Source: an optimization exercise on an open RTL-to-GDS flow (aim: small area). Production flows keep margins and buffers that such runs may drop. At most, simulation tests tie the RTL to the original design; equivalence was not proved. For run 5, only the layout was checked, not whether the RTL still works. No driver is modelled on the clock port, so clocking that relies on it looks cheaper here than on a real chip. Power figures rest on the tool's default switching activity, not on a simulated workload.

### flow/config.mk
export PLATFORM = sky130hd
export DESIGN_NAME = pooling_unit
export DESIGN_NICKNAME = pooling_unit
export VERILOG_FILES = /design/flow/design.v
export SDC_FILE = /design/flow/constraint.sdc
export NUM_CORES = 4
export LEC_CHECK = 0
export CAP_MARGIN = 20
export CORE_MARGIN = 2
export CORE_UTILIZATION = 40
export CTS_BUF_LIST = sky130_fd_sc_hd__clkbuf_8
export CTS_CLUSTER_SIZE = 40
export SLEW_MARGIN = 20
export SYNTH_HIERARCHICAL = 1
export SYNTH_MINIMUM_KEEP_SIZE = 0
### flow/constraint.sdc
create_clock -name core_clock -period 6.0 [get_ports {clk}]
set_input_delay 1.2000 -clock core_clock [delete_from_list [all_inputs] [get_ports {clk}]]
set_output_delay 1.2000 -clock core_clock [all_outputs]
set_load 0.01 [all_outputs]
### flow/design.v
package pooling_pkg;
  typedef enum logic [2:0] {
    IDLE  = 3'd0,    
    ACC   = 3'd1,    
    FLUSH = 3'd2,    
    ROT   = 3'd3,    
    OUT   = 3'd4     
  } state_t;
endpackage
module pool_divider (
  input  logic       clk,
  input  logic [4:0] len,       
  input  logic [4:0] j,         
  input  logic       div_a,     
  input  logic       tap_a,     
  output logic       out_a,     
  output logic       inc_b      
);
  logic [3:0] rem_q, rem_in, rem_d;
  logic [4:0] t, p_q;
  logic [5:0] diff;
  logic       qa, q19_q;
  always_comb begin
    rem_in = (j == 5'd0) ? 4'd0 : rem_q;
    t      = {rem_in, tap_a};
    diff   = {1'b0, t} - {1'b0, len};
    qa     = !diff[5];
    rem_d  = qa ? diff[3:0] : t[3:0];
    out_a  = div_a ? qa : tap_a;
    inc_b  = !q19_q && (rem_q != 4'd0) && (j >= p_q);
  end
  always_ff @(posedge clk) begin
    if (div_a) begin
      rem_q <= rem_d;
      if (j == 5'd4) q19_q <= qa;
      if (!qa) p_q <= j;
    end
  end
endmodule
module pool_fa (
  input  logic a, b, c,
  output logic s, co
);
  assign s  = a ^ b ^ c;
  assign co = (a & b) | (c & (a ^ b));
endmodule
module pool_ha (
  input  logic a, b,
  output logic s, co
);
  assign s  = a ^ b;
  assign co = a & b;
endmodule
module pool_aoi222 (
  input  logic a1, b1, a2, b2, a3, b3,
  output logic y
);
  assign y = ~((a1 & b1) | (a2 & b2) | (a3 & b3));
endmodule
module pool_oai21 (
  input  logic a1, a2, b1,
  output logic y
);
  assign y = ~((a1 | a2) & b1);
endmodule
module pool_nand2 (
  input  logic a, b,
  output logic y
);
  assign y = ~(a & b);
endmodule
module pool_inv (
  input  logic a,
  output logic y
);
  assign y = ~a;
endmodule
module pool_and2 (
  input  logic a, b,
  output logic y
);
  assign y = a & b;
endmodule
module pool_nor2 (
  input  logic a, b,
  output logic y
);
  assign y = ~(a | b);
endmodule
module pool_xor2 (
  input  logic a, b,
  output logic y
);
  assign y = a ^ b;
endmodule
module pooling_unit #(
  parameter  int IL       = 4,
  parameter  int FL       = 16,
  parameter  int CHANNELS = 4,
  parameter  int MAX_LEN  = 16,
  localparam int LEN_W    = $clog2(MAX_LEN + 1),
  localparam int DW       = IL + FL
) (
  input  logic                   clk,
  input  logic                   rst,
  input  logic                   start,
  input  logic                   mode,
  input  logic [LEN_W-1:0]       len_cfg,
  input  logic [CHANNELS*DW-1:0] in_data,
  input  logic                   in_valid,
  output logic                   in_ready,
  output logic [CHANNELS*DW-1:0] out_data,
  output logic                   out_valid,
  input  logic                   out_ready,
  output logic                   busy
);
  localparam int AW = 24;
  localparam int CW = 11;          
  pooling_pkg::state_t state_q;
  logic          mode_q;           
  logic [4:0]    len_q;
  logic [4:0]    j_q;              
  logic [3:0]    k_q;              
  logic [AW-1:0] p_q [4];
  logic [3:0]    c1_q;             
  logic [4:0]    len_c, j_inc;
  logic          beat, first, last_beat, shift, clr, flush, lane_end;
  logic          s_sum_lo, s_sum_hi;
  logic [3:0]    s_u;
  logic          div_a, act_b, out_a, inc_b, tail;
  assign len_c = (len_cfg > 5'd16) ? 5'd16 : len_cfg;
  assign in_ready  = (state_q == pooling_pkg::ACC);
  assign out_valid = (state_q == pooling_pkg::OUT);
  assign busy      = (state_q != pooling_pkg::IDLE);
  assign j_inc     = j_q + 5'd1;
  assign beat      = (state_q == pooling_pkg::ACC) && in_valid;
  assign first     = (j_q == 5'd0);
  assign last_beat = beat && (j_inc == len_q);
  assign flush     = (state_q == pooling_pkg::FLUSH);
  assign shift     = (state_q == pooling_pkg::ROT);
  assign clr       = (state_q == pooling_pkg::IDLE);
  assign lane_end  = (j_q == 5'd23);
  assign s_sum_lo  = beat && !mode_q;
  assign s_sum_hi  = s_sum_lo || flush;
  assign div_a = !mode_q && (k_q[0] == k_q[2]) && !k_q[3];
  assign act_b = k_q[3] || (k_q[0] && !k_q[2]) || (!k_q[0] && k_q[1] && k_q[2]);
  pool_divider u_div (
    .clk   (clk),
    .len   (len_q),
    .j     (j_q),
    .div_a (div_a),
    .tap_a (p_q[2][AW-1]),
    .out_a (out_a),
    .inc_b (inc_b)
  );
  assign tail = p_q[3][AW-1] ^ (act_b && ((mode_q || inc_b) ^ (j_q == 5'd4)));
  for (genvar g = 0; g < 4; g++) begin : g_lane
    localparam int IN_LANE = (g + 1) % 4;
    logic [DW-1:0]    x;           
    logic [DW-1:0]    u;           
    logic [DW:0]      cy;
    logic [AW-1:0]    sum;
    logic [AW-1:DW]   cu;
    logic [AW-1:0]    prev, d, y;
    logic             cl, ch, eq_h, take, ns_u, s_hold_lo, s_hold_hi;
    assign x = in_data[IN_LANE*DW +: DW];
    assign u[CW-1:0] = x[CW-1:0];
    for (genvar b = CW; b < DW - 1; b++) begin : g_gate
      pool_and2 u_and (.a(x[b]), .b(!flush), .y(u[b]));
    end
    pool_nor2 u_nor19 (.a(x[DW-1]), .b(flush), .y(u[DW-1]));
    assign cy[0]  = 1'b0;
    assign cy[CW] = c1_q[g];
    for (genvar b = 0; b < DW; b++) begin : g_add
      if (b == 0) begin : g_ha0
        pool_ha u_ha (.a(p_q[g][b]), .b(u[b]), .s(sum[b]), .co(cy[b+1]));
      end else if (b == CW - 1) begin : g_fa_top
        pool_fa u_fa (.a(p_q[g][b]), .b(u[b]), .c(cy[b]), .s(sum[b]), .co(cl));
      end else begin : g_fa
        pool_fa u_fa (.a(p_q[g][b]), .b(u[b]), .c(cy[b]), .s(sum[b]), .co(cy[b+1]));
      end
    end
    assign ch = cy[DW];
    assign cu[DW] = ch;
    for (genvar b = DW; b < AW - 1; b++) begin : g_inc
      pool_ha u_ha (.a(p_q[g][b]), .b(cu[b]), .s(sum[b]), .co(cu[b+1]));
    end
    pool_xor2 u_x23 (.a(p_q[g][AW-1]), .b(cu[AW-1]), .y(sum[AW-1]));
    assign eq_h = &sum[DW-1:CW];
    assign take = first || ch || (eq_h && cl);
    assign s_u[g]    = beat && mode_q && take;
    assign ns_u      = !s_u[g];
    assign s_hold_lo = !clr && !shift && !s_sum_lo && !s_u[g];
    assign s_hold_hi = !clr && !shift && !s_sum_hi && !s_u[g];
    if (g == 0) begin : g_first
      assign prev = {p_q[g][AW-2:0], tail};
    end else if (g == 3) begin : g_head
      assign prev = {p_q[g][AW-2:0], out_a};
    end else begin : g_mid
      assign prev = {p_q[g][AW-2:0], p_q[g-1][AW-1]};
    end
    for (genvar b = 0; b < AW; b++) begin : g_mux
      if (b < CW) begin : g_lo
        pool_aoi222 u_aoi (.a1(s_hold_lo), .b1(p_q[g][b]), .a2(s_sum_lo), .b2(sum[b]),
                           .a3(shift), .b3(prev[b]), .y(y[b]));
      end else begin : g_hi
        pool_aoi222 u_aoi (.a1(s_hold_hi), .b1(p_q[g][b]), .a2(s_sum_hi), .b2(sum[b]),
                           .a3(shift), .b3(prev[b]), .y(y[b]));
      end
      if (b < DW - 1) begin : g_o
        pool_oai21 u_oai (.a1(ns_u), .a2(x[b]), .b1(y[b]), .y(d[b]));
      end else if (b == DW - 1) begin : g_n
        logic t;
        pool_nand2 u_n0 (.a(s_u[g]), .b(x[b]), .y(t));
        pool_nand2 u_n1 (.a(y[b]), .b(t), .y(d[b]));
      end else begin : g_i
        pool_inv u_i (.a(y[b]), .y(d[b]));
      end
    end
    always_ff @(posedge clk) begin
      p_q[g] <= d;
      if (clr || flush) c1_q[g] <= 1'b0;
      else if (s_sum_lo) c1_q[g] <= cl;
    end
    assign out_data[g*DW +: DW] = p_q[g][DW-1:0];
  end
  always_ff @(posedge clk) begin
    if (rst) begin
      state_q <= pooling_pkg::IDLE;
    end else begin
      case (state_q)
        pooling_pkg::IDLE:  if (start) state_q <= (len_c == 5'd0) ? pooling_pkg::OUT : pooling_pkg::ACC;
        pooling_pkg::ACC:   if (last_beat) state_q <= pooling_pkg::FLUSH;
        pooling_pkg::FLUSH: state_q <= pooling_pkg::ROT;
        pooling_pkg::ROT:   if (lane_end && k_q[3]) state_q <= pooling_pkg::OUT;
        pooling_pkg::OUT:   if (out_ready) state_q <= pooling_pkg::IDLE;
        default:            state_q <= pooling_pkg::IDLE;
      endcase
    end
  end
  always_ff @(posedge clk) begin
    if (clr) begin
      mode_q <= mode;
      len_q  <= len_c;
      j_q    <= 5'd0;
    end else if (beat || shift) begin
      j_q <= (last_beat || lane_end) ? 5'd0 : j_inc;
    end
    if (flush) k_q <= 4'd0;
    else if (lane_end) k_q <= k_q + 4'd1;
  end
endmodule
### flow/flow/run.sh
#!/bin/bash
# Layout flow: the standard ORFS flow (standard.sh, unchanged synthesis
# and steps), with settings of ORFS's own scripts:
#  * the port buffers that global placement inserts are the smallest buffer
#    cell, sky130_fd_sc_hd__buf_1, instead of the default pick (every input
#    and output port still gets its buffer);
#  * clock tree synthesis clusters the flip-flops under small clkbuf_4
#    sink buffers, with a clkbuf_8 root, loaded below their limit, and adds no dummy loads.
set -o pipefail
export BUFFER_PORTS_ARGS="-buffer_cell sky130_fd_sc_hd__buf_1"
export CTS_ARGS="-sink_clustering_enable -repair_clock_nets -root_buf sky130_fd_sc_hd__clkbuf_8 -buf_list sky130_fd_sc_hd__clkbuf_4 -sink_clustering_levels 2 -dont_use_dummy_load"
bash standard.sh > standard.log 2>&1
### flow/standard.sh
#!/bin/bash
# synth_recipe.tcl (not shown) runs the flow's synth.tcl, then flattens the netlist and writes it again
# the make line also repeats each setting of config.mk as NAME=value (left out here)
make -C /OpenROAD-flow-scripts/flow DESIGN_CONFIG=/design/flow/config.mk WORK_HOME=/design/flow/orfs CLKGATE_MAP_FILE= SYNTH_SCRIPT=/design/flow/synth_recipe.tcl "${@:-finish}"
==> results of run 1 <==
==> per-module statistics from Yosys (local to each module, per instance), a selection <==
module | cell area, sq um | flops+latches
pooling_unit | 3980 | 118
pool_ha | 12.5 | 0
pool_aoi222 | 10.0 | 0
pool_and2 | 6.26 | 0
pool_inv | 3.75 | 0
pool_nor2 | 3.75 | 0
==> stage by stage <==
stage	setup WS [ns]	TNS, ns	utilization	cells
5_1_grt	-0.0562	-0.473	0.459	1165
2_1_floorplan	0.00818	0	-	748
3_5_place_dp	-0.461	-31.72	0.447	1139
3_3_place_gp	-0.437	-26.32	0.447	1139
6_report	0.114	0	0.459	1165
4_1_cts	0.0183	0	0.453	1156
==> state kept, by name, summed over array words and instances (netlist names) <==
name and count:
c1_q 4, j_q 5, k_q 4, len_q 5
mode_q 1, p_q 96, state_q 3, u_div.p_q 5
u_div.q19_q 1, u_div.rem_q 4
==> area by class of cell <==
class	count	area (sq um)
clock buffer	17	134
fill	1964	10800
inverter	42	158
multi-input combinational	494	4810
sequential	128	2720
tap	270	338
timing repair buffer	214	1040
==> critical path, delay by kind of cell <==
kind	cells	cell delay [ns]
AO/OA/AOI/OAI	3	0.68
adder cells (fa/ha/maj)	11	3.83
buffers and inverters	1	0.10
AND/OR/NAND/NOR	3	0.42
==> cells in the final DEF (no fill, tap or decap), types with 2 or more instances in the layout <==
cell type  instances
nor4_1             2
buf_12             6
nor4b_1            2
and2_1            36
nand3_1            7
nor2_1            22
a32oi_1            2
nor2_2             3
nor2b_1            7
o21ai_0            8
fa_1              32
buf_6              2
nand4_1            9
edfxtp_1          16
nor2_4             9
buf_1            173
and2_4             3
nor3_2             6
xor2_1             9
mux2_2             3
xnor2_1            7
nand2_1           28
nand2b_1           3
inv_1             42
o21ai_1           77
nor3_1             3
a222oi_1          96
clkbuf_4          16
a21oi_1           14
a211oi_1           5
fa_2              45
ha_1              31
dfxtp_1          112
o31a_1             4
buf_4             33
mux2i_1            3
==> timing repair <==
item	4_1_cts	5_1_grt
gates cloned	0	3
buffers inserted	0	6
pin swaps	1	18
setup endpoints to repair	1	82
gates resized for setup	0	17
==> final timing paths <==
check	to	slack, ns	cells past startpoint	from
max	p_q[1][1]	0.11	18	in_data[40]
min	c1_q[2]	0.51	2	c1_q[2]
max reg2reg	p_q[1][15]	0.27	20	state_q[0]
min reg2reg	c1_q[2]	0.51	2	c1_q[2]
==> power by group through the flow <==
| stage | sequential (mW) | combinational (mW) | clock, mW |
|---|---|---|---|
| 6_report | 1.02 | 0.513 | 0.420 |
| 5_1_grt | 1.04 | 0.580 | 0.482 |
| 4_1_cts | 1.02 | 0.502 | 0.447 |
| 3_5_place_dp | 1.04 | 0.500 | 0 |
| 3_3_place_gp | 1.04 | 0.490 | 0 |
| 2_1_floorplan | 1.02 | 0.384 | 0 |
==> routing by layer <==
layer / global-route usage / up-vias / wire length, um
met3: 0.0428 / 20 / 1300
met1: 0.262 / 3219 / 9190
met5: 0 / - / 0
met4: 0.0578 / 0 / 325
li1: - / 3073 / -
met2: 0.302 / 236 / 9710
==> cells by family after synthesis <==
group           share of synthesized area
compound gates                      0.200
fa+ha+maj                           0.238
simple gates                        0.101
mux                               0.00788
xor+xnor                           0.0173
buf+inv                            0.0991
flops                               0.336
==> results.yml, run 1 <==
flow_run:
  maxCapViolCount: 0
hold_path:
  hold_path.class: "flip-flop to flip-flop"
yosys:
  syn_area_sq_um: 8100
  synth.top_cell.area_share: 0.277
  yosysTopAreaCell: "dfxtp_1"
  synth_nets: 947
  synth_warnings: 10
  synth.area.top_cells: "dfxtp_1 (28%), fa_1 (19%), a222oi_1 (12%), buf_4 (7.6%), edfxtp_1 (5.9%)"
  synth_top_flop_cell: "dfxtp_1"
  synthTopCellsByCount: "dfxtp_1 (112), a222oi_1 (96), buf_4 (82), fa_1 (77), o21ai_1 (77)"
  synth_edf_count: 16
  synth.distinct_cells: 49
  ys_ff_latch: 128
  ys_async_sr_fraction: 0
  synth-seq-area-share: 0.336
  yosysMostFrequentCell: "dfxtp_1"
  synth_cells: 748
  synth_area_per_cell_sq_um: 10.8
placement:
  place_congestion: 0.772
  hpwl_um: 14500
  io_buffer_count: 173
  place_area_sq_um: 8950
clocking:
  clk_pin_slew_ns: 0.10
  cts_tree: "yes"
  clock_path_buffers: 2
  cts_sinks: 128
  cts_hold_buf: 0
  clk_latency_ns: 0.43
  numCtsBuffers: 17
  cts_root_buf: "clkbuf_8"
  htreeDepth: 4
setup_path:
  max_stage_delay_ns: 0.42
  crit_path_start_kind: "input pin"
  path_max_fanout: 6
  cp.required_ns: 6.35
  path_common_cell: "fa_2"
  path_cells: "buf_1 -> ha_1 -> fa_1 -> fa_1 -> fa_1 -> fa_2 -> fa_2 -> fa_2 -> fa_2 -> fa_2 -> fa_2 -> fa_2 -> nand4_1 -> nor3_2 -> o31a_1 -> nor2_4 -> a222oi_1 -> o21ai_1"
  cp-end-kind: "flip-flop"
  path_class: "input pin to flip-flop"
  arrival_ns: 6.24
  crit_slowest_cell: "o31a_1"
route:
  wire_per_inst_um: 17.6
  drt_iter0_markers: 659
  drc_errors: 0
  wl_um: 20500
  routed_via_density: 5.62
  vias: 6548
  drt.antenna.violating_nets: 0
  drt_pass1_iterations: 8
power:
  pwr-share-clk: 0.215
  p_int_mw: 1.30
  p_leak_nw: 3.51
  ir_drop_v: 0.0000993
  combPwrFrac: 0.262
  swShare: 0.334
  powerDensity_nw_per_um2: 213
  p_switching_uw: 653
  total_power_mw: 1.96
  p_seq_frac: 0.523
final_layout:
  area_growth_pct: 13.6
  nets: 1096
  layout-drive-gt1-share: 0.150
  diodes: 0
  fin_area_sq_um: 9200
sta:
  setup_violations: 0
  max_slew.worst_pin.slew_ns: 1.12
  hold_violations: 0
  rsz0062_at_grt: "true"
  period_share: 0.981
  fin_crit_ns: 5.89
  fin_skew_ns: 0.0435
  slew_headroom: 0.255
  worst_hold_slack_ns: 0.508
  max_clock_freq_mhz: 170
  slew_viol_final: 0
global_route:
  antenna_found_initial: 0
  grt_max_degree: 95
  grt_pass1_wl_um: 32700
  grt_usage: 0.191
  grt_pass1_vias: 6263
  grt_overflow: 0
die:
  die_h_um: 146
  design.die.area_sq_um: 21400
  rows: 52
  core_area_sq_um: 20000
  start_util: 0.404
  die_x_um: 146
  design.portCount: 174
outcome:
  outcome: "complete, no violations"
==> run 2: changes to the inputs <==
==> flow/flow/run.sh (replaced) <==
#!/bin/bash
# Layout flow: the standard ORFS flow (standard.sh, unchanged synthesis
# and steps), with settings of ORFS's own scripts:
#  * the port buffers that global placement inserts are the smallest buffer
#    cell, sky130_fd_sc_hd__buf_1, instead of the default pick (every input
#    and output port still gets its buffer);
#  * clock tree synthesis clusters the flip-flops under small clkbuf_4
#    sink buffers, with a clkbuf_8 root, and adds no dummy loads.
set -o pipefail
export BUFFER_PORTS_ARGS="-buffer_cell sky130_fd_sc_hd__buf_1"
export CTS_ARGS="-sink_clustering_enable -repair_clock_nets -root_buf sky130_fd_sc_hd__clkbuf_8 -buf_list {sky130_fd_sc_hd__clkbuf_4 sky130_fd_sc_hd__clkbuf_8} -sink_clustering_buffer sky130_fd_sc_hd__clkbuf_4 -sink_clustering_size 12 -dont_use_dummy_load"
bash standard.sh > standard.log 2>&1
--- a/flow/config.mk
+++ b/flow/config.mk
@@ -10,6 +10,7 @@
 export CORE_UTILIZATION = 40
 export CTS_BUF_LIST = sky130_fd_sc_hd__clkbuf_8
 export CTS_CLUSTER_SIZE = 40
+export GPL_TIMING_DRIVEN = 0
 export SLEW_MARGIN = 20
 export SYNTH_HIERARCHICAL = 1
 export SYNTH_MINIMUM_KEEP_SIZE = 0
==> results.yml, run 2 <==
sta:
  setup-tns-final_ns: 0
  fin_skew_ns: 0.0296
  max_slew.worst_pin.slew_ns: 0.949
  slew_headroom: 0.366
  period_share: 0.980
  hold_violations: 0
  fin_crit_ns: 5.88
  setup_violations: 0
  slew_viol_final: 0
  max_clock_freq_mhz: 170
yosys:
  ys_async_sr_fraction: 0
  synth_warnings: 10
  synth_nets: 947
  syn_area_sq_um: 8100
  synthTopCellsByCount: "dfxtp_1 (112), a222oi_1 (96), buf_4 (82), fa_1 (77), o21ai_1 (77)"
  synth-adder-area-share: 0.238
  synth_edf_count: 16
  ys_ff_latch: 128
  yosysTopAreaCell: "dfxtp_1"
  synth.area.top_cells: "dfxtp_1 (28%), fa_1 (19%), a222oi_1 (12%), buf_4 (7.6%), edfxtp_1 (5.9%)"
  synthMuxAreaShare: 0.00788
  synth.top_cell.area_share: 0.277
  synthSimpleGateAreaFrac: 0.101
  synth_compound_area_frac: 0.200
  synth.distinct_cells: 49
  synth_top_family_by_area: "adder cells"
  synth_cells: 748
  synth-xor-area-share: 0.0173
  synth-seq-area-share: 0.336
  synth_area_per_cell_sq_um: 10.8
  yosysMostFrequentCell: "dfxtp_1"
  synth_top_flop_cell: "dfxtp_1"
final_layout:
  final_cell_mix: "buf_1 (173), dfxtp_1 (112), buf_4 (97)"
  finalNonFillerCells: 1239
  n_fill_cell: 1913
  final_common_cell: "buf_1"
  multiInputGateArea_sq_um: 4880
  layout-drive-gt1-share: 0.229
  nets: 1170
  largest_reg_flops: 96
  ff_latch_area_sq_um: 2720
  area_growth_pct: 23.4
  diodes: 0
  top_register: "p_q"
route:
  drc_errors: 0
  drt.antenna.violating_nets: 0
  wl_um: 20800
  wire_per_inst_um: 16.8
  routed_via_density: 5.45
  drt_pass1_iterations: 6
  drt_iter0_markers: 770
  vias: 6758
clocking:
  numCtsBuffers: 17
  clock_path_buffers: 2
  clk_pin_slew_ns: 0.07
  cts_sinks: 128
  htreeDepth: 4
  cts_root_buf: "clkbuf_8"
  cts_tree: "yes"
  clk_latency_ns: 0.44
  cts_hold_buf: 0
setup_path:
  crit_slowest_cell: "fa_1"
  path_cells: "buf_1 -> ha_1 -> fa_1 -> fa_1 -> fa_1 -> fa_2 -> fa_2 -> fa_2 -> fa_2 -> fa_2 -> fa_2 -> fa_2 -> nand4_1 -> nor3_2 -> o31a_1 -> buf_4 -> nor2_4 -> a222oi_1 -> o21ai_1"
  arrival_ns: 6.24
  path_class: "input pin to flip-flop"
  crit_path_start_kind: "input pin"
  cp.required_ns: 6.36
  path_common_cell: "fa_2"
  critPathBufInv: 2
  cp-end-kind: "flip-flop"
  critPathTopFamily: "adder cells"
  path_max_fanout: 13
  max_stage_delay_ns: 0.41
power:
  p_seq_frac: 0.473
  total_power_mw: 2.15
  ir_drop_v: 0.000128
  p_leak_nw: 3.95
  pwr-share-clk: 0.255
  combPwrFrac: 0.272
  powerDensity_nw_per_um2: 216
  p_int_mw: 1.47
  swShare: 0.318
  p_switching_uw: 685
die:
  design.die.area_sq_um: 21400
  die_h_um: 146
  rows: 52
  die_x_um: 146
  start_util: 0.404
  core_area_sq_um: 20000
  design.portCount: 174
global_route:
  antenna_found_initial: 0
  grt_pass1_vias: 6436
  grt_overflow: 0
  grt_pass1_wl_um: 32700
  grt_max_degree: 68
  grt_usage: 0.191
placement:
  io_buffer_count: 173
  hpwl_um: 14700
  dp.cells: 1197
  place_congestion: 0.791
hold_path:
  hold_path.class: "flip-flop to flip-flop"
outcome:
  outcome: "complete, no violations"
flow_run:
  maxCapViolCount: 0
run 2: changes by cell type in the layout (fill, tap and decap cells not counted), sizes merged:
cell / delta
inv: -4
nand2: +1
buf: +70
clkinvlp: +4
clkbuf: +3
run 2: tightest hold or removal path, delay by kind of cell, from the launching register on:
kind            cells  cell delay [ns]
flops               1             0.32
compound gates      2             0.14
run 2: cells by family (layout without fill, tap and decap cells):
family          count (synthesis)  in the layout
compound gates                214            214
simple gates                  147            151
buf+inv                       129            346
fa+ha+maj                     108            108
mux                             6              6
flops                         128            128
xor+xnor                       16             16
run 2: timing repair:
| item | CTS | global route |
|---|---|---|
| resized for setup | 7 | 27 |
| endpoints found under the setup margin | 96 | 96 |
| cloned | 0 | 4 |
| endpoints found under the hold margin | 0 | 0 |
| pin swaps | 4 | 19 |
| buffers inserted | 6 | 15 |
run 2: power by group through the flow:
stage | registers (mW) | logic (mW) | clock network [mW]
after floorplan | 1.02 | 0.384 | 0
after global placement | 1.04 | 0.531 | 0
after detailed placement | 1.04 | 0.553 | 0
after CTS | 1.02 | 0.562 | 0.572
after global routing | 1.03 | 0.656 | 0.608
final | 1.02 | 0.585 | 0.550
run 2: cell type report:
cell class / count / area share
inverters: 42 / 0.0173
repair buffers: 200 / 0.0999
well taps: 270 / 0.0338
flip-flops and latches: 128 / 0.273
plain buffers: 87 / 0.0648
multi-input cells: 495 / 0.488
clock buffers: 17 / 0.0234
run 2: layer usage:
layer,GRT usage,wire length [um]
met2,0.319,10100
met5,0,0
met1,0.252,9200
met4,0.0485,281
met3,0.0456,1280
run 2: modules after synthesis (local to each module, per instance), excerpt:
module        cells inside  times used  area [sq um]
pool_and2                1          32          6.26
pool_divider            65           1           717
pool_fa                  1          76          20.0
pool_inv                 1          16          3.75
pool_oai21               1          76          5.00
pooling_unit           355           1          3980
run 2: final timing paths:
kind / slack [ns] / startpoint / endpoint / depth (start not counted)
min reg2reg: 0.51 / c1_q[3] / c1_q[3] / 2
max reg2reg: 0.27 / state_q[0] / p_q[1][11] / 21
max: 0.12 / in_data[40] / p_q[1][14] / 19
min: 0.51 / c1_q[3] / c1_q[3] / 2
run 2: metrics by stage:
| stage | utilization | cell area (sq um) | setup WS, ns | hold WS [ns] |
|---|---|---|---|---|
| 2_1_floorplan | - | 8250 | 0.00818 | 0.465 |
| 5_1_grt | 0.499 | 9990 | -0.00884 | 0.525 |
| 6_report | 0.499 | 9990 | 0.121 | 0.505 |
| 3_5_place_dp | 0.468 | 9390 | -1.12 | 0.491 |
| 3_3_place_gp | 0.461 | 9230 | -1.49 | 0.480 |
| 4_1_cts | 0.485 | 9720 | -0.0115 | 0.503 |
==> run 3: changes to the inputs <==
--- a/flow/config.mk
+++ b/flow/config.mk
@@ -10,7 +10,6 @@
 export CORE_UTILIZATION = 40
 export CTS_BUF_LIST = sky130_fd_sc_hd__clkbuf_8
 export CTS_CLUSTER_SIZE = 40
-export GPL_TIMING_DRIVEN = 0
 export SLEW_MARGIN = 20
 export SYNTH_HIERARCHICAL = 1
 export SYNTH_MINIMUM_KEEP_SIZE = 0
==> results.yml, run 3 <==
final_layout:
  fin_util: 0.463
  n_fill_cell: 1946
  layout-drive-gt1-share: 0.149
  nets: 1093
  final_common_cell: "buf_1"
  multiInputGateArea_sq_um: 4800
  finalNonFillerCells: 1162
  area_growth_pct: 14.6
  diodes: 0
  top_register: "p_q"
  final_cell_mix: "buf_1 (173), dfxtp_1 (112), a222oi_1 (96)"
  ff_latch_area_sq_um: 2720
  largest_reg_flops: 96
sta:
  hold_violations: 0
  fin_skew_ns: 0.0296
  setup-tns-final_ns: 0
  max_clock_freq_mhz: 171
  slew_headroom: 0.263
  slew_viol_final: 0
  rsz0062_at_grt: "true"
  worst_hold_slack_ns: 0.503
  period_share: 0.976
  fin_crit_ns: 5.86
  max_slew.worst_pin.slew_ns: 1.11
  setup_violations: 0
placement:
  io_buffer_count: 173
  dp.cells: 1139
  hpwl_um: 14500
  place_congestion: 0.772
power:
  total_power_mw: 2.08
  ir_drop_v: 0.000123
  powerDensity_nw_per_um2: 224
  p_leak_nw: 3.54
yosys:
  syn_area_sq_um: 8100
  synth.top_cell.area_share: 0.277
  synth_cells: 748
  ys_ff_latch: 128
  synth_top_flop_cell: "dfxtp_1"
  synth_edf_count: 16
  yosysTopAreaCell: "dfxtp_1"
  synth_nets: 947
  synthTopCellsByCount: "dfxtp_1 (112), a222oi_1 (96), buf_4 (82), fa_1 (77), o21ai_1 (77)"
  synth_warnings: 10
  ys_async_sr_fraction: 0
  synth.distinct_cells: 49
  synth-seq-area-share: 0.336
  yosysMostFrequentCell: "dfxtp_1"
  synth.area.top_cells: "dfxtp_1 (28%), fa_1 (19%), a222oi_1 (12%), buf_4 (7.6%), edfxtp_1 (5.9%)"
  synth_area_per_cell_sq_um: 10.8
route:
  drt_pass1_iterations: 8
  drt_iter0_markers: 634
  wl_um: 20200
  routed_via_density: 5.61
  drc_errors: 0
  vias: 6520
  drt.antenna.violating_nets: 0
  wire_per_inst_um: 17.4
flow_run:
  maxCapViolCount: 0
setup_path:
  arrival_ns: 6.22
  cp-end-kind: "flip-flop"
  ff2ff_path_depth: 20
  cp.required_ns: 6.36
  crit_path_start_kind: "input pin"
  path_max_fanout: 11
  path_class: "input pin to flip-flop"
clocking:
  clock_path_buffers: 2
  cts_tree: "yes"
  cts_root_buf: "clkbuf_8"
  clk_pin_slew_ns: 0.07
  htreeDepth: 4
  cts_hold_buf: 0
  cts_sinks: 128
  clk_latency_ns: 0.44
  numCtsBuffers: 17
hold_path:
  holdPathStages: 2
  hold_path.class: "flip-flop to flip-flop"
die:
  design.portCount: 174
  design.die.area_sq_um: 21400
  start_util: 0.404
  rows: 52
  die_h_um: 146
  die_x_um: 146
  core_area_sq_um: 20000
global_route:
  grt_pass1_vias: 6292
  antenna_found_initial: 0
  grt_max_degree: 95
  grt_overflow: 0
  grt_pass1_wl_um: 32800
  grt_usage: 0.191
outcome:
  outcome: "complete, no violations"
run 3: where the power goes:
group	internal [mW]	switching, mW
registers	0.939	0.0850
logic	0.224	0.284
clock network	0.249	0.297
total	1.41	0.665
run 3: final cells by class:
class / instances / area share
Multi-Input combinational cell: 493 / 0.518
Sequential cell: 128 / 0.293
Timing Repair Buffer: 212 / 0.110
Tap cell: 270 / 0.0364
Clock buffer: 17 / 0.0252
Inverter: 42 / 0.0170
run 3: cell families (layout without fill, tap and decap cells):
kind of cell,Yosys count,after routing,synth area share
adder cells (fa/ha/maj),108,108,0.238
AO/OA/AOI/OAI,214,214,0.200
buffers and inverters,129,271,0.0991
multiplexers,6,6,0.00788
XOR/XNOR,16,16,0.0173
flip-flops,128,128,0.336
AND/OR/NAND/NOR,147,149,0.101
run 3: final timing paths:
kind | from | end | slack [ns]
setup reg to reg | state_q[0] | p_q[0][14] | 0.37
setup / recovery | in_data[60] | p_q[2][1] | 0.14
hold reg to reg | c1_q[2] | c1_q[2] | 0.50
hold / removal | c1_q[2] | c1_q[2] | 0.50
run 3: modules after synthesis, one instance, submodules excluded:
| module | cells | flops+latches | cell area [sq um] | times used |
|---|---|---|---|---|
| pool_nand2 | 1 | 0 | 3.75 | 8 |
| pool_divider | 65 | 10 | 717 | 1 |
| pool_nor2 | 1 | 0 | 3.75 | 4 |
| pooling_unit | 355 | 118 | 3980 | 1 |
| pool_inv | 1 | 0 | 3.75 | 16 |
| pool_ha | 1 | 0 | 12.5 | 16 |
| pool_and2 | 1 | 0 | 6.26 | 32 |
| pool_fa | 1 | 0 | 20.0 | 76 |
| pool_xor2 | 1 | 0 | 8.76 | 4 |
| pool_oai21 | 1 | 0 | 5.00 | 76 |
| pool_aoi222 | 1 | 0 | 10.0 | 96 |
run 3: stage by stage:
stage,area [sq um],worst slack [ns]
floorplan,8250,0.00818
finish,9280,0.143
global route,9280,-0.0501
detailed placement,8950,-0.461
CTS,9190,0.00999
global placement,8950,-0.437
run 3: worst max-delay path, stage by stage:
cell,delay [ns]
buf_1,0.09
ha_1,0.20
fa_1,0.40
fa_2,0.36
fa_1,0.38
fa_2,0.36
fa_2,0.36
fa_2,0.35
fa_2,0.35
fa_2,0.35
fa_2,0.34
fa_2,0.35
nand4_1,0.11
nor3_2,0.06
o31a_1,0.34
nor2_4,0.29
a222oi_1,0.16
o21ai_1,0.14
run 3: per-layer routing:
metal  vias to the layer above  global-route usage  wire length (um)
met5                         -                   0                 0
met2                       229               0.301              9470
met3                        24              0.0419              1350
li1                       3067                   -                 -
met1                      3200               0.263              9080
met4                         0              0.0617               346
run 3: what timing repair did:
action                                  in CTS  in global routing
endpoints found under the setup margin       0                 86
gates resized for setup                      0                 16
buffers inserted                             0                  4
==> run 4: changes to the inputs <==
==> flow/flow/run.sh (replaced) <==
#!/bin/bash
# Layout flow: the standard ORFS flow (standard.sh, unchanged synthesis
# and steps), with settings of ORFS's own scripts:
#  * the port buffers that global placement inserts are the smallest buffer
#    cell, sky130_fd_sc_hd__buf_1, instead of the default pick (every input
#    and output port still gets its buffer);
#  * clock tree synthesis uses clkbuf_8 buffers and adds no dummy loads;
set -o pipefail
export BUFFER_PORTS_ARGS="-buffer_cell sky130_fd_sc_hd__buf_1"
export CTS_ARGS="-sink_clustering_enable -repair_clock_nets -root_buf sky130_fd_sc_hd__clkbuf_8 -buf_list {sky130_fd_sc_hd__clkbuf_4 sky130_fd_sc_hd__clkbuf_8} -sink_clustering_buffer sky130_fd_sc_hd__clkbuf_4 -sink_clustering_size 12 -dont_use_dummy_load"
SETUP_SLACK_MARGIN=-0.5 bash standard.sh floorplan > standard_floorplan.log 2>&1 || exit 1
bash standard.sh > standard.log 2>&1
==> results.yml, run 4 <==
yosys:
  synth_compound_area_frac: 0.200
  synth.distinct_cells: 49
  synth_top_family_by_area: "adder cells"
  syn_area_sq_um: 8100
  synth_warnings: 10
  synthTopCellsByCount: "dfxtp_1 (112), a222oi_1 (96), buf_4 (82), fa_1 (77), o21ai_1 (77)"
  synth.area.top_cells: "dfxtp_1 (28%), fa_1 (19%), a222oi_1 (12%), buf_4 (7.6%), edfxtp_1 (5.9%)"
  synth_edf_count: 16
  synthSimpleGateAreaFrac: 0.101
  yosysTopAreaCell: "dfxtp_1"
  yosysMostFrequentCell: "dfxtp_1"
  synth-adder-area-share: 0.238
  ys_ff_latch: 128
  synth-xor-area-share: 0.0173
  synth-seq-area-share: 0.336
  ys_async_sr_fraction: 0
  synth_nets: 947
  synth.top_cell.area_share: 0.277
  synth_cells: 748
  synthMuxAreaShare: 0.00788
  synth_top_flop_cell: "dfxtp_1"
  synth_area_per_cell_sq_um: 10.8
final_layout:
  top_register: "p_q"
  layout-drive-gt1-share: 0.156
  final_common_cell: "buf_1"
  largest_reg_flops: 96
  area_growth_pct: 16.0
  final_cell_mix: "buf_1 (173), dfxtp_1 (112), a222oi_1 (96)"
  nets: 1110
  diodes: 0
  fin_area_sq_um: 9390
flow_run:
  maxCapViolCount: 0
power:
  total_power_mw: 2.10
  p_leak_nw: 3.63
  p_switching_uw: 671
  ir_drop_v: 0.000123
  p_seq_frac: 0.488
  powerDensity_nw_per_um2: 223
  combPwrFrac: 0.252
  swShare: 0.320
  p_int_mw: 1.43
  pwr-share-clk: 0.260
die:
  rows: 52
  design.die.area_sq_um: 21400
  die_h_um: 146
  start_util: 0.404
  die_x_um: 146
  core_area_sq_um: 20000
  design.portCount: 174
setup_path:
  path_common_cell: "fa_1"
  max_stage_delay_ns: 0.51
  r2r-end: "p_q[3][21]"
  path_class: "input pin to flip-flop"
  cp.required_ns: 6.31
  reg2reg_from: "state_q[2]"
  arrival_ns: 6.15
  cp-end-kind: "flip-flop"
  path_max_fanout: 7
  crit_path_start_kind: "input pin"
  r2r_setup_slack_ns: 0.24
  crit_slowest_cell: "fa_1"
  ff2ff_path_depth: 20
  path_cells: "buf_1 -> and2_1 -> fa_1 -> fa_1 -> fa_1 -> fa_1 -> fa_2 -> fa_2 -> fa_2 -> fa_2 -> fa_1 -> nand2_1 -> nor3_1 -> o31a_1 -> nor2_1 -> buf_4 -> a222oi_1 -> inv_1"
placement:
  hpwl_um: 15000
  io_buffer_count: 173
  place_area_sq_um: 8870
  place_ws_ns: -0.926
  place_congestion: 0.796
sta:
  fin_crit_ns: 5.85
  setup_violations: 0
  slew_viol_final: 0
  hold_violations: 0
  setup-tns-final_ns: 0
  period_share: 0.974
  max_slew.worst_pin.slew_ns: 0.823
  rsz0062_at_grt: "false"
  worst_hold_slack_ns: 0.497
  max_clock_freq_mhz: 171
  fin_ws_ns: 0.153
  slew_headroom: 0.449
  fin_skew_ns: 0.0317
global_route:
  grt_overflow: 0
  grt_max_degree: 98
  grt_pass1_wl_um: 33500
  grt_pass1_vias: 6413
  grt_usage: 0.195
  antenna_found_initial: 0
clocking:
  htreeDepth: 4
  cts_root_buf: "clkbuf_8"
  clk_latency_ns: 0.43
  cts_tree: "yes"
  clk_pin_slew_ns: 0.07
  clock_path_buffers: 2
  cts_hold_buf: 0
  numCtsBuffers: 17
  cts_sinks: 128
hold_path:
  hold_path.class: "flip-flop to flip-flop"
  min_to: "c1_q[3]"
  min-delay-start: "c1_q[3]"
  holdPathStages: 2
route:
  drt_iter0_markers: 773
  drt_pass1_iterations: 8
  drc_errors: 0
  drt.antenna.violating_nets: 0
  vias: 6655
  routed_via_density: 5.64
  wl_um: 20700
  wire_per_inst_um: 17.5
outcome:
  outcome: "complete, no violations"
-- run 4: cell counts after synthesis --
No cell type changed its count.
-- run 4: what timing repair did --
| item | 4_1_cts | 5_1_grt |
|---|---|---|
| endpoints found under the hold margin | 0 | 0 |
| gates resized for setup | 46 | 31 |
| endpoints found under the setup margin | 89 | 95 |
| setup buffers | 0 | 2 |
| pin swaps | 8 | 21 |
| gates cloned | 5 | 0 |
-- run 4: cell families after synthesis --
kind of cell | after synthesis
AOI/OAI and AO/OA | 214
xor gates and xnor gates | 16
DFF | 128
and+or+nand+nor | 147
buffers and inverters | 129
adders and majority gates | 108
muxes | 6
-- run 4: worst max path at each step --
stage / slack (ns) / endpoint / start
2_1_floorplan: -0.49 / p_q[0][11] / in_data[20]
3_3_place_gp: -0.86 / p_q[2][11] / in_data[60]
3_5_place_dp: -0.93 / p_q[2][14] / in_data[60]
4_1_cts: 0.003 / p_q[3][6] / in_data[0]
5_1_grt: 0.001 / p_q[0][13] / in_data[20]
6_report: 0.15 / p_q[3][21] / in_data[11]
-- run 4: critical path, delay by kind of cell --
kind | cells | cell delay (ns)
AOI/OAI and AO/OA | 2 | 0.61
adders and majority gates | 9 | 3.50
buffers and inverters | 3 | 0.33
and+or+nand+nor | 4 | 0.50
-- run 4: power by group through the flow --
stage	clock, mW	combinational, mW	sequential, mW
after global placement	0	0.484	1.04
after detailed placement	0	0.492	1.04
after global routing	0.600	0.596	1.04
after CTS	0.568	0.516	1.02
after floorplan	0	0.367	1.02
final	0.546	0.528	1.02
-- run 4: per-layer routing --
metal,track usage,wire length (um),vias up
met4,0.0718,466,0
met1,0.269,9080,3269
met3,0.0322,1320,31
met5,0,0,-
met2,0.312,9800,259
li1,-,-,3096
-- run 4: per-module statistics from Yosys, one instance, submodules excluded --
module	cell area, sq um	copies in the design
pooling_unit	3980	1
pool_divider	717	1
pool_fa	20.0	76
pool_ha	12.5	16
pool_aoi222	10.0	96
pool_xor2	8.76	4
pool_and2	6.26	32
pool_oai21	5.00	76
pool_inv	3.75	16
pool_nand2	3.75	8
pool_nor2	3.75	4
-- run 4: area by class of cell --
cell class,count,area (sq um)
clock buffers,17,234
fillers,1938,10600
inverters,42,158
multi-input cells,491,4750
flip-flops and latches,128,2720
well taps,270,338
repair buffers,231,1190
-- run 4: per-stage QoR --
step,util,std cells
global route,0.469,1179
detailed placement,0.443,1154
global placement,0.443,1154
CTS,0.462,1176
finish,0.469,1179
floorplan,-,748
==> run 5: changes to the inputs <==
--- a/flow/design.v
+++ b/flow/design.v
@@ -1,10 +1,10 @@
 package pooling_pkg;
   typedef enum logic [2:0] {
-    IDLE  = 3'd0,    
-    ACC   = 3'd1,    
-    FLUSH = 3'd2,    
-    ROT   = 3'd3,    
-    OUT   = 3'd4     
+    IDLE  = 3'b000,  
+    ACC   = 3'b001,  
+    FLUSH = 3'b101,  
+    ROT   = 3'b010,  
+    OUT   = 3'b100   
   } state_t;
 endpackage
 module pool_divider (
@@ -129,16 +129,16 @@
   logic [3:0]    s_u;
   logic          div_a, act_b, out_a, inc_b, tail;
   assign len_c = (len_cfg > 5'd16) ? 5'd16 : len_cfg;
-  assign in_ready  = (state_q == pooling_pkg::ACC);
-  assign out_valid = (state_q == pooling_pkg::OUT);
-  assign busy      = (state_q != pooling_pkg::IDLE);
+  assign in_ready  = state_q[0] && !state_q[2];
+  assign out_valid = state_q[2] && !state_q[0];
+  assign busy      = |state_q;
   assign j_inc     = j_q + 5'd1;
-  assign beat      = (state_q == pooling_pkg::ACC) && in_valid;
+  assign beat      = in_ready && in_valid;
   assign first     = (j_q == 5'd0);
   assign last_beat = beat && (j_inc == len_q);
-  assign flush     = (state_q == pooling_pkg::FLUSH);
-  assign shift     = (state_q == pooling_pkg::ROT);
-  assign clr       = (state_q == pooling_pkg::IDLE);
+  assign flush     = state_q[2] && state_q[0];
+  assign shift     = state_q[1];
+  assign clr       = !busy;
   assign lane_end  = (j_q == 5'd23);
   assign s_sum_lo  = beat && !mode_q;
   assign s_sum_hi  = s_sum_lo || flush;
==> flow/flow/run.sh (replaced) <==
#!/bin/bash
# Layout flow: the standard ORFS flow (standard.sh, unchanged synthesis
# and steps), with settings of ORFS's own scripts:
#  * the port buffers that global placement inserts are the smallest buffer
#    cell, sky130_fd_sc_hd__buf_1, instead of the default pick (every input
#    and output port still gets its buffer);
#  * clock tree synthesis clusters the flip-flops under small clkbuf_4
#    sink buffers, with a clkbuf_8 root, and adds no dummy loads.
set -o pipefail
export BUFFER_PORTS_ARGS="-buffer_cell sky130_fd_sc_hd__buf_1"
export CTS_ARGS="-sink_clustering_enable -repair_clock_nets -root_buf sky130_fd_sc_hd__clkbuf_8 -buf_list {sky130_fd_sc_hd__clkbuf_4 sky130_fd_sc_hd__clkbuf_8} -sink_clustering_buffer sky130_fd_sc_hd__clkbuf_4 -sink_clustering_size 12 -dont_use_dummy_load"
bash standard.sh > standard.log 2>&1
==> results.yml, run 5 <==
outcome:
  outcome: "complete, no violations"
setup_path:
  arrival_ns: 6.11
  reg2reg_from: "state_q[0]"
  r2r-end: "p_q[3][9]"
  crit_path_start_kind: "input pin"
  ff2ff_path_depth: 20
  startpoint: "in_data[71]"
  cp-end-kind: "flip-flop"
  path_max_fanout: 11
  path_class: "input pin to flip-flop"
  r2r_setup_slack_ns: 0.46
  cp.required_ns: 6.31
final_layout:
  final_common_cell: "buf_1"
  area_growth_pct: 15.6
  finalNonFillerCells: 1143
  n_fill_cell: 1926
  layout-drive-gt1-share: 0.166
  top_register: "p_q"
  final_cell_mix: "buf_1 (173), dfxtp_1 (111), a222oi_1 (96)"
  nets: 1079
  diodes: 0
  largest_reg_flops: 96
clocking:
  clk_pin_slew_ns: 0.07
  numCtsBuffers: 17
  cts_sinks: 128
  clk_latency_ns: 0.45
  clock_path_buffers: 2
  cts_root_buf: "clkbuf_8"
  cts_hold_buf: 0
  cts_tree: "yes"
  htreeDepth: 4
yosys:
  synthMuxAreaShare: 0.00668
  synth_top_family_by_area: "adder cells"
  synth_cells: 743
  synth_nets: 942
  synth.top_cell.area_share: 0.278
  synthTopCellsByCount: "dfxtp_1 (112), a222oi_1 (96), buf_4 (81), fa_1 (77), o21ai_1 (77)"
  yosysTopAreaCell: "dfxtp_1"
  synth_area_per_cell_sq_um: 10.8
  synth_compound_area_frac: 0.197
  synth.area.top_cells: "dfxtp_1 (28%), fa_1 (19%), a222oi_1 (12%), buf_4 (7.5%), edfxtp_1 (6.0%)"
  synth_top_flop_cell: "dfxtp_1"
  synth-xor-area-share: 0.0205
  syn_area_sq_um: 8060
  ys_ff_latch: 128
  synthSimpleGateAreaFrac: 0.0975
  yosysMostFrequentCell: "dfxtp_1"
  synth-seq-area-share: 0.338
  synth_warnings: 10
  synth.distinct_cells: 49
  synth-adder-area-share: 0.240
  ys_async_sr_fraction: 0
  synth_edf_count: 16
sta:
  period_share: 0.966
  setup_violations: 0
  slew_viol_final: 0
  max_slew.worst_pin.slew_ns: 0.756
  fin_crit_ns: 5.80
  hold_violations: 0
  fin_skew_ns: 0.0324
  slew_headroom: 0.495
  rsz0062_at_grt: "false"
  worst_hold_slack_ns: 0.496
  max_clock_freq_mhz: 173
  setup-tns-final_ns: 0
die:
  die_x_um: 146
  rows: 51
  core_area_sq_um: 19600
  die_h_um: 146
  design.portCount: 174
  start_util: 0.411
  design.die.area_sq_um: 21300
placement:
  place_congestion: 0.768
  hpwl_um: 15000
  io_buffer_count: 173
  dp.cells: 1121
global_route:
  grt_overflow: 0
  grt_pass1_vias: 6575
  antenna_found_initial: 0
  grt_max_degree: 59
  grt_usage: 0.196
  grt_pass1_wl_um: 33500
route:
  wl_um: 20500
  drt_pass1_iterations: 10
  wire_per_inst_um: 17.9
  drt_iter0_markers: 690
  vias: 6398
  drc_errors: 0
  drt.antenna.violating_nets: 0
  routed_via_density: 5.60
hold_path:
  hold_path.class: "flip-flop to flip-flop"
  min_to: "c1_q[2]"
  min-delay-start: "c1_q[2]"
  holdPathStages: 2
power:
  powerDensity_nw_per_um2: 229
  p_leak_nw: 3.53
  ir_drop_v: 0.000122
  total_power_mw: 2.13
flow_run:
  maxCapViolCount: 0
-- run 5: cell types whose count changed after synthesis, sizes merged, moves of 3 or more --
cell | before | now
o31ai | 0 | 4
or3 | 0 | 3
o31a | 4 | 0
and2 | 39 | 36
nor2 | 31 | 22
-- run 5: kinds of logic (layout without fill, tap and decap cells) --
group,Yosys count,count (layout)
fa+ha+maj,108,108
flops,128,128
simple gates,141,141
xor+xnor,18,18
compound gates,212,212
mux,5,5
buf+inv,131,266
-- run 5: stage by stage --
stage,utilization,setup WS [ns],area [sq um]
after CTS,0.470,0.0717,9210
after global placement,0.458,-0.352,8980
final,0.475,0.205,9310
after floorplan,-,-0.605,8390
after detailed placement,0.458,-0.401,8980
after global routing,0.475,0.00834,9310
-- run 5: worst max path at each step --
stage	cells after the start	slack, ns	endpoint
finish	19	0.20	p_q[2][4]
floorplan	18	-0.61	p_q[3][0]
detailed placement	19	-0.40	p_q[0][10]
global placement	19	-0.35	p_q[2][3]
CTS	19	0.07	p_q[0][10]
global route	19	0.008	p_q[3][11]
-- run 5: modules after synthesis, one instance, submodules excluded, a selection --
| module | flip-flops and latches | copies in the design | cells |
|---|---|---|---|
| pool_and2 | 0 | 32 | 1 |
| pool_oai21 | 0 | 76 | 1 |
| pool_divider | 10 | 1 | 65 |
| pool_xor2 | 0 | 4 | 1 |
| pool_nor2 | 0 | 4 | 1 |
| pooling_unit | 118 | 1 | 350 |
-- run 5: critical path: stages --
cell and delay (ns):
buf_1 0.09, and2_1 0.17, fa_2 0.36, fa_1 0.38
fa_1 0.39, fa_1 0.39, fa_2 0.36, fa_2 0.35
fa_2 0.36, fa_2 0.36, fa_1 0.52, nand2_1 0.08
nor3_2 0.18, o31ai_4 0.11, inv_2 0.15, nor3_4 0.06
buf_12 0.17, a222oi_1 0.33, o21ai_1 0.12
-- run 5: area by class of cell --
class	count	area, sq um	area share
Multi-Input combinational cell	484	4890	0.525
Sequential cell	128	2730	0.293
Timing Repair Buffer	205	965	0.104
Tap cell	265	332	0.0356
Clock buffer	17	234	0.0251
Inverter	44	165	0.0177
-- run 5: per-layer routing --
metal / track usage / wire length [um] / vias up
met3: 0.0489 / 1400 / 18
li1: - / - / 3040
met5: 0 / 0 / -
met4: 0.0706 / 232 / 0
met2: 0.317 / 9810 / 211
met1: 0.256 / 9030 / 3129
-- run 5: what timing repair did --
action,in CTS,in global routing
endpoints found under the setup margin,0,55
buffers inserted,0,5
hold endpoints to repair,0,0
gates resized for setup,0,3
-- run 5: report_power, final --
group          total [mW]  switching, mW  internal, mW
registers            1.04         0.0954         0.942
clock network       0.542          0.293         0.249
logic               0.552          0.300         0.252
total                2.13          0.689          1.44
==> run 6: changes to the inputs <==
--- a/flow/design.v
+++ b/flow/design.v
@@ -162,7 +162,7 @@
     logic [AW-1:0]    sum;
     logic [AW-1:DW]   cu;
     logic [AW-1:0]    prev, d, y;
-    logic             cl, ch, eq_h, take, ns_u, s_hold_lo, s_hold_hi;
+    logic             cl, ch, eq_h, take, ns_u, s_hold_lo, s_hold_hi, s_hold_up;
     assign x = in_data[IN_LANE*DW +: DW];
     assign u[CW-1:0] = x[CW-1:0];
     for (genvar b = CW; b < DW - 1; b++) begin : g_gate
@@ -192,6 +192,7 @@
     assign ns_u      = !s_u[g];
     assign s_hold_lo = !clr && !shift && !s_sum_lo && !s_u[g];
     assign s_hold_hi = !clr && !shift && !s_sum_hi && !s_u[g];
+    assign s_hold_up = !clr && !shift && !s_sum_hi;
     if (g == 0) begin : g_first
       assign prev = {p_q[g][AW-2:0], tail};
     end else if (g == 3) begin : g_head
@@ -203,8 +204,11 @@
       if (b < CW) begin : g_lo
         pool_aoi222 u_aoi (.a1(s_hold_lo), .b1(p_q[g][b]), .a2(s_sum_lo), .b2(sum[b]),
                            .a3(shift), .b3(prev[b]), .y(y[b]));
-      end else begin : g_hi
+      end else if (b < DW) begin : g_hi
         pool_aoi222 u_aoi (.a1(s_hold_hi), .b1(p_q[g][b]), .a2(s_sum_hi), .b2(sum[b]),
+                           .a3(shift), .b3(prev[b]), .y(y[b]));
+      end else begin : g_up
+        pool_aoi222 u_aoi (.a1(s_hold_up), .b1(p_q[g][b]), .a2(s_sum_hi), .b2(sum[b]),
                            .a3(shift), .b3(prev[b]), .y(y[b]));
       end
       if (b < DW - 1) begin : g_o
--- a/flow/config.mk
+++ b/flow/config.mk
@@ -7,7 +7,7 @@
 export LEC_CHECK = 0
 export CAP_MARGIN = 20
 export CORE_MARGIN = 2
-export CORE_UTILIZATION = 40
+export CORE_UTILIZATION = 35
 export CTS_BUF_LIST = sky130_fd_sc_hd__clkbuf_8
 export CTS_CLUSTER_SIZE = 40
 export SLEW_MARGIN = 20
==> results.yml, run 6 <==
outcome:
  outcome: "complete, no violations"
final_layout:
  nets: 1077
  n_fill_cell: 2275
  fin_area_sq_um: 9250
  largest_reg_flops: 96
  layout-drive-gt1-share: 0.163
  top_register: "p_q"
  area_growth_pct: 14.3
  final_cell_mix: "buf_1 (173), dfxtp_1 (111), a222oi_1 (96)"
  final_common_cell: "buf_1"
route:
  wire_per_inst_um: 17.9
  wl_um: 20700
  routed_via_density: 5.51
  drt_pass1_iterations: 8
  vias: 6406
  drt.antenna.violating_nets: 0
  drt_iter0_markers: 853
  drc_errors: 0
hold_path:
  min-delay-start: "p_q[1][22]"
  hold_path.class: "flip-flop to flip-flop"
  holdPathStages: 2
setup_path:
  arrival_ns: 6.15
  cp-end-kind: "flip-flop"
  crit_path_start_kind: "input pin"
  ff2ff_path_depth: 19
  startpoint: "in_data[40]"
  cp.required_ns: 6.35
  reg2reg_from: "state_q[0]"
  path_class: "input pin to flip-flop"
  path_max_fanout: 11
die:
  core_area_sq_um: 22700
  rows: 55
  design.portCount: 174
  start_util: 0.357
  die_h_um: 156
  die_x_um: 156
  design.die.area_sq_um: 24400
sta:
  hold_violations: 0
  rsz0062_at_grt: "false"
  slew_viol_final: 0
  fin_crit_ns: 5.80
  slew_headroom: 0.254
  fin_skew_ns: 0.0334
  max_slew.worst_pin.slew_ns: 1.12
  period_share: 0.967
  setup_violations: 0
  setup-tns-final_ns: 0
  max_clock_freq_mhz: 172
yosys:
  ys_ff_latch: 128
  ys_async_sr_fraction: 0
  synth_nets: 947
  syn_area_sq_um: 8100
  synth_edf_count: 16
  synth_area_per_cell_sq_um: 10.8
  synth.distinct_cells: 55
  yosysTopAreaCell: "dfxtp_1"
  synthTopCellsByCount: "dfxtp_1 (112), a222oi_1 (96), buf_4 (80), fa_1 (77), o21ai_1 (77)"
  synth_top_flop_cell: "dfxtp_1"
  synth-seq-area-share: 0.336
  synth.area.top_cells: "dfxtp_1 (28%), fa_1 (19%), a222oi_1 (12%), buf_4 (7.4%), edfxtp_1 (5.9%)"
  synth_warnings: 10
  synth_cells: 748
  synth.top_cell.area_share: 0.277
  yosysMostFrequentCell: "dfxtp_1"
clocking:
  clk_pin_slew_ns: 0.05
  cts_hold_buf: 0
  cts_tree: "yes"
  cts_root_buf: "clkbuf_8"
  htreeDepth: 4
  clk_latency_ns: 0.45
  numCtsBuffers: 17
  cts_sinks: 128
  clock_path_buffers: 2
global_route:
  grt_overflow: 0
  grtUsageMet2: 0.280
  grt_pass1_vias: 6341
  grt_pass1_wl_um: 33700
  grtUsageMet1: 0.235
  antenna_found_initial: 4
  grt.busiest_layer: "met2"
  grt_usage: 0.175
  grt_max_degree: 58
  gr-usage-met3: 0.0450
power:
  p_seq_frac: 0.467
  p_int_mw: 1.53
  powerDensity_nw_per_um2: 256
  pwr-share-clk: 0.233
  ir_drop_v: 0.000117
  p_leak_nw: 3.49
  p_switching_uw: 836
  combPwrFrac: 0.300
  swShare: 0.353
placement:
  place_area_sq_um: 8980
  io_buffer_count: 173
  hpwl_um: 15300
  place_congestion: 0.843
flow_run:
  maxCapViolCount: 0
==> run 6: metal layers <==
metal  vias up  wire (um)
met3        24       1510
li1       3049          -
met1      3111       9180
met4         4        280
met5         -         28
met2       218       9740
==> run 6: metrics by stage <==
| step | setup WS [ns] | hold slack, ns | power [mW] | cells | utilization |
|---|---|---|---|---|---|
| after floorplan | -0.214 | 0.477 | 1.66 | 748 | - |
| after global placement | -0.228 | 0.492 | 1.82 | 1142 | 0.395 |
| after detailed placement | -0.279 | 0.505 | 1.84 | 1142 | 0.395 |
| after CTS | 0.176 | 0.522 | 2.39 | 1159 | 0.406 |
| after global routing | 0.00292 | 0.555 | 2.55 | 1161 | 0.407 |
| final | 0.201 | 0.515 | 2.37 | 1162 | 0.407 |
==> run 6: cell families after synthesis <==
kind of cell | Yosys count | synth area share
compound gates | 210 | 0.197
simple gates | 145 | 0.0992
buf+inv | 132 | 0.0997
flops | 128 | 0.336
fa+ha+maj | 108 | 0.238
xor+xnor | 16 | 0.0182
mux | 9 | 0.0116
==> run 6: power by group through the flow <==
stage | logic [mW] | clock network [mW] | registers [mW]
2_1_floorplan | 0.565 | 0 | 1.09
3_3_place_gp | 0.699 | 0 | 1.12
3_5_place_dp | 0.711 | 0 | 1.13
4_1_cts | 0.712 | 0.573 | 1.11
5_1_grt | 0.815 | 0.611 | 1.13
6_report | 0.712 | 0.552 | 1.11
==> run 6: cell type report <==
cell class                 count  area, sq um  share of cell area
multi-input combinational    488         4910               0.530
antenna                        1         2.50            0.000270
tap                          285          357              0.0385
sequential                   128         2730               0.295
inverter                      43          161              0.0174
clock buffer                  17          234              0.0253
timing repair buffer         200          865              0.0934
==> run 6: worst paths after layout <==
path                                    to  slack (ns)
worst min-delay path            p_q[1][23]        0.51
worst min register to register  p_q[1][23]        0.51
worst max register to register  p_q[1][14]        0.42
worst max-delay path             p_q[1][5]        0.20
==> run 6: repair_timing <==
action	CTS	global route
setup buffers	0	2
gates resized for setup	0	3
endpoints found under the setup margin	0	19
==> run 6: per-module statistics from Yosys, one instance, submodules excluded <==
module        cells  copies in the design  cell area (sq um)  flops+latches
pool_nand2        1                     8               3.75              0
pool_xor2         1                     4               8.76              0
pool_divider     65                     1                717             10
pool_ha           1                    16               12.5              0
pooling_unit    355                     1               3980            118
pool_inv          1                    16               3.75              0
pool_and2         1                    32               6.26              0
pool_fa           1                    76               20.0              0
pool_aoi222       1                    96               10.0              0
pool_nor2         1                     4               3.75              0
pool_oai21        1                    76               5.00              0
==> run 6: critical path, stage by stage <==
cell and delay (ns):
buf_1 0.11, ha_4 0.16, fa_2 0.34, fa_2 0.35, fa_2 0.35, fa_2 0.35
fa_2 0.35, fa_2 0.35, fa_2 0.34, fa_2 0.34, fa_2 0.34, fa_2 0.35
nand4_1 0.11, nor3_2 0.06, o31ai_4 0.25, inv_2 0.10, nor3_4 0.39, a222oi_1 0.19
o21ai_1 0.10
==> run 7: changes to the inputs <==
--- a/flow/config.mk
+++ b/flow/config.mk
@@ -7,7 +7,7 @@
 export LEC_CHECK = 0
 export CAP_MARGIN = 20
 export CORE_MARGIN = 2
-export CORE_UTILIZATION = 35
+export CORE_UTILIZATION = 45
 export CTS_BUF_LIST = sky130_fd_sc_hd__clkbuf_8
 export CTS_CLUSTER_SIZE = 40
 export SLEW_MARGIN = 20
==> results.yml, run 7 <==
outcome:
  outcome: "complete, no violations"
power:
  p_int_mw: 1.55
  pwr-share-clk: 0.229
  p_seq_frac: 0.461
  ir_drop_v: 0.000148
  p_switching_uw: 842
  swShare: 0.352
  powerDensity_nw_per_um2: 258
  p_leak_nw: 3.51
  combPwrFrac: 0.309
final_layout:
  layout-drive-gt1-share: 0.168
  nets: 1080
  fin_area_sq_um: 9250
  diodes: 0
  largest_reg_flops: 96
  final_common_cell: "buf_1"
  area_growth_pct: 14.2
  final_cell_mix: "buf_1 (173), dfxtp_1 (111), a222oi_1 (96)"
  top_register: "p_q"
global_route:
  antenna_found_initial: 0
  grt_max_degree: 85
  grt_overflow: 0
  grt_usage: 0.217
  grt_pass1_vias: 6815
  grt_pass1_wl_um: 34000
yosys:
  synth.area.top_cells: "dfxtp_1 (28%), fa_1 (19%), a222oi_1 (12%), buf_4 (7.4%), edfxtp_1 (5.9%)"
  synth_nets: 947
  synth_area_per_cell_sq_um: 10.8
  synth_cells: 748
  yosysMostFrequentCell: "dfxtp_1"
  synth_top_flop_cell: "dfxtp_1"
  synth-seq-area-share: 0.336
  synth_warnings: 10
  ys_ff_latch: 128
  yosysTopAreaCell: "dfxtp_1"
  synth_edf_count: 16
  syn_area_sq_um: 8100
  synthTopCellsByCount: "dfxtp_1 (112), a222oi_1 (96), buf_4 (80), fa_1 (77), o21ai_1 (77)"
  ys_async_sr_fraction: 0
  synth.distinct_cells: 55
  synth.top_cell.area_share: 0.277
route:
  drt_pass1_iterations: 7
  drt_iter0_markers: 672
  wl_um: 20300
  wire_per_inst_um: 18.3
  drc_errors: 0
  routed_via_density: 5.90
  vias: 6539
  drt.antenna.violating_nets: 0
die:
  design.portCount: 174
  die_h_um: 138
  core_area_sq_um: 17800
  die_x_um: 138
  start_util: 0.455
  rows: 49
  design.die.area_sq_um: 19100
sta:
  slew_viol_final: 0
  setup-tns-final_ns: 0
  fin_crit_ns: 5.85
  period_share: 0.975
  slew_headroom: 0.314
  hold_violations: 0
  max_slew.worst_pin.slew_ns: 1.02
  max_clock_freq_mhz: 171
  setup_violations: 0
  fin_skew_ns: 0.0178
hold_path:
  hold_path.class: "flip-flop to flip-flop"
  min-delay-start: "p_q[1][21]"
flow_run:
  maxCapViolCount: 0
setup_path:
  cp-end-kind: "flip-flop"
  path_class: "input pin to flip-flop"
  reg2reg_from: "state_q[0]"
  cp.required_ns: 6.37
  arrival_ns: 6.22
  startpoint: "in_data[20]"
  crit_path_start_kind: "input pin"
  path_max_fanout: 5
clocking:
  clock_path_buffers: 2
  numCtsBuffers: 17
  cts_root_buf: "clkbuf_8"
  cts_tree: "yes"
  clk_latency_ns: 0.44
  cts_hold_buf: 0
  htreeDepth: 4
  clk_pin_slew_ns: 0.07
  cts_sinks: 128
placement:
  hpwl_um: 14900
  io_buffer_count: 173
  place_area_sq_um: 8920
  place_congestion: 0.847
## run 7: cell counts after synthesis
No cell type changed its count.
## run 7: power by group through the flow
stage	Sequential, mW	Combinational, mW	Clock, mW
6_report	1.10	0.740	0.548
5_1_grt	1.12	0.833	0.606
4_1_cts	1.10	0.725	0.569
3_5_place_dp	1.12	0.720	0
3_3_place_gp	1.12	0.687	0
2_1_floorplan	1.09	0.565	0
## run 7: cell families after synthesis
logic type	share of synthesized area
XOR/XNOR	0.0182
AO/OA/AOI/OAI	0.197
multiplexers	0.0116
flip-flops	0.336
buffers and inverters	0.0997
AND/OR/NAND/NOR	0.0992
adder cells (fa/ha/maj)	0.238
## run 7: per-layer routing
| layer | global-route usage | wire length, um | vias to the layer above |
|---|---|---|---|
| li1 | - | - | 3053 |
| met1 | 0.272 | 8580 | 3238 |
| met2 | 0.369 | 10100 | 223 |
| met3 | 0.0610 | 1260 | 25 |
| met4 | 0.0623 | 315 | 0 |
| met5 | 0 | 0 | - |
## run 7: what timing repair did
| item | CTS | global route |
|---|---|---|
| setup buffers | 0 | 3 |
| endpoints found under the setup margin | 0 | 30 |
| resized for setup | 0 | 6 |
## run 7: layout make-up
cell class | count | area, sq um
Sequential cell | 128 | 2730
Timing Repair Buffer | 203 | 917
Clock buffer | 17 | 234
Inverter | 43 | 161
Tap cell | 229 | 287
Multi-Input combinational cell | 488 | 4920
Fill cell | 1669 | 8530
## run 7: critical path, stage by stage
cell       delay, ns
buf_1           0.11
ha_4            0.17
fa_2            0.34
fa_2            0.35
fa_2            0.35
fa_2            0.35
fa_2            0.34
fa_2            0.35
fa_2            0.35
fa_2            0.35
fa_2            0.34
fa_2            0.36
nand4_1         0.13
nor3_4          0.07
o31ai_4         0.24
inv_2           0.09
nor3_4          0.30
clkbuf_16       0.21
a222oi_1        0.08
o21ai_1         0.13
## run 7: through the flow
stage | total power, mW | util | setup WS [ns] | instances | hold WS [ns]
floorplan | 1.66 | - | -0.214 | 748 | 0.477
global placement | 1.80 | 0.501 | -0.246 | 1087 | 0.485
detailed placement | 1.84 | 0.501 | -0.359 | 1087 | 0.503
CTS | 2.40 | 0.515 | 0.104 | 1104 | 0.517
global route | 2.56 | 0.520 | -0.000278 | 1108 | 0.548
finish | 2.39 | 0.520 | 0.152 | 1108 | 0.517
## run 7: path summary, 6_finish.rpt
path	to	slack [ns]	cells past startpoint
max	p_q[0][5]	0.15	20
min	p_q[1][22]	0.52	2
max reg2reg	p_q[0][6]	0.44	20
min reg2reg	p_q[1][22]	0.52	2
## run 7: Yosys stat by module, one instance, submodules excluded
module | area [sq um] | copies in the design
pool_fa | 20.0 | 76
pool_inv | 3.75 | 16
pool_xor2 | 8.76 | 4
pool_nand2 | 3.75 | 8
pooling_unit | 3980 | 1
pool_oai21 | 5.00 | 76
pool_divider | 717 | 1
pool_nor2 | 3.75 | 4
pool_and2 | 6.26 | 32
pool_ha | 12.5 | 16
pool_aoi222 | 10.0 | 96

## separate check: timing with driven ports
The results above use ideal ports. As a check the final layouts listed here were re-extracted and re-timed, cells and wires unchanged.
Step 1: set_driving_cell puts a clkbuf_16 on clk and a buf_2 on each other input, an assumption about the parent block.
Step 2 moves the port delays by t, midway between the first and last clock arrival at a register: inputs arrive t later, outputs are due t later. That takes back most of the time a late clock gives input paths.
Three values: ideal, step 1, step 2; two values: the first two.
run | t, ns | slack for setup (ns) | worst register clock-pin slew, ns
run 1 | 0.441 | 0.114 / 0.115 / -0.326 | 0.12 / 0.12
run 2 | 0.461 | 0.121 / 0.121 / -0.340 | 0.08 / 0.08
run 3 | 0.461 | 0.143 / 0.143 / -0.317 | 0.08 / 0.08
run 4 | 0.458 | 0.153 / 0.156 / -0.301 | 0.08 / 0.08
run 5 | 0.476 | 0.205 / 0.193 / -0.283 | 0.09 / 0.09
run 6 | 0.471 | 0.201 / 0.208 / -0.263 | 0.08 / 0.08
run 7 | 0.467 | 0.152 / 0.164 / -0.302 | 0.07 / 0.07
Met with ideal ports but missed after step 2: setup timing in every run listed. For run 5, which loses most, drivers alone change the setup slack by -0.012 ns; drivers and shift together by -0.488 ns.
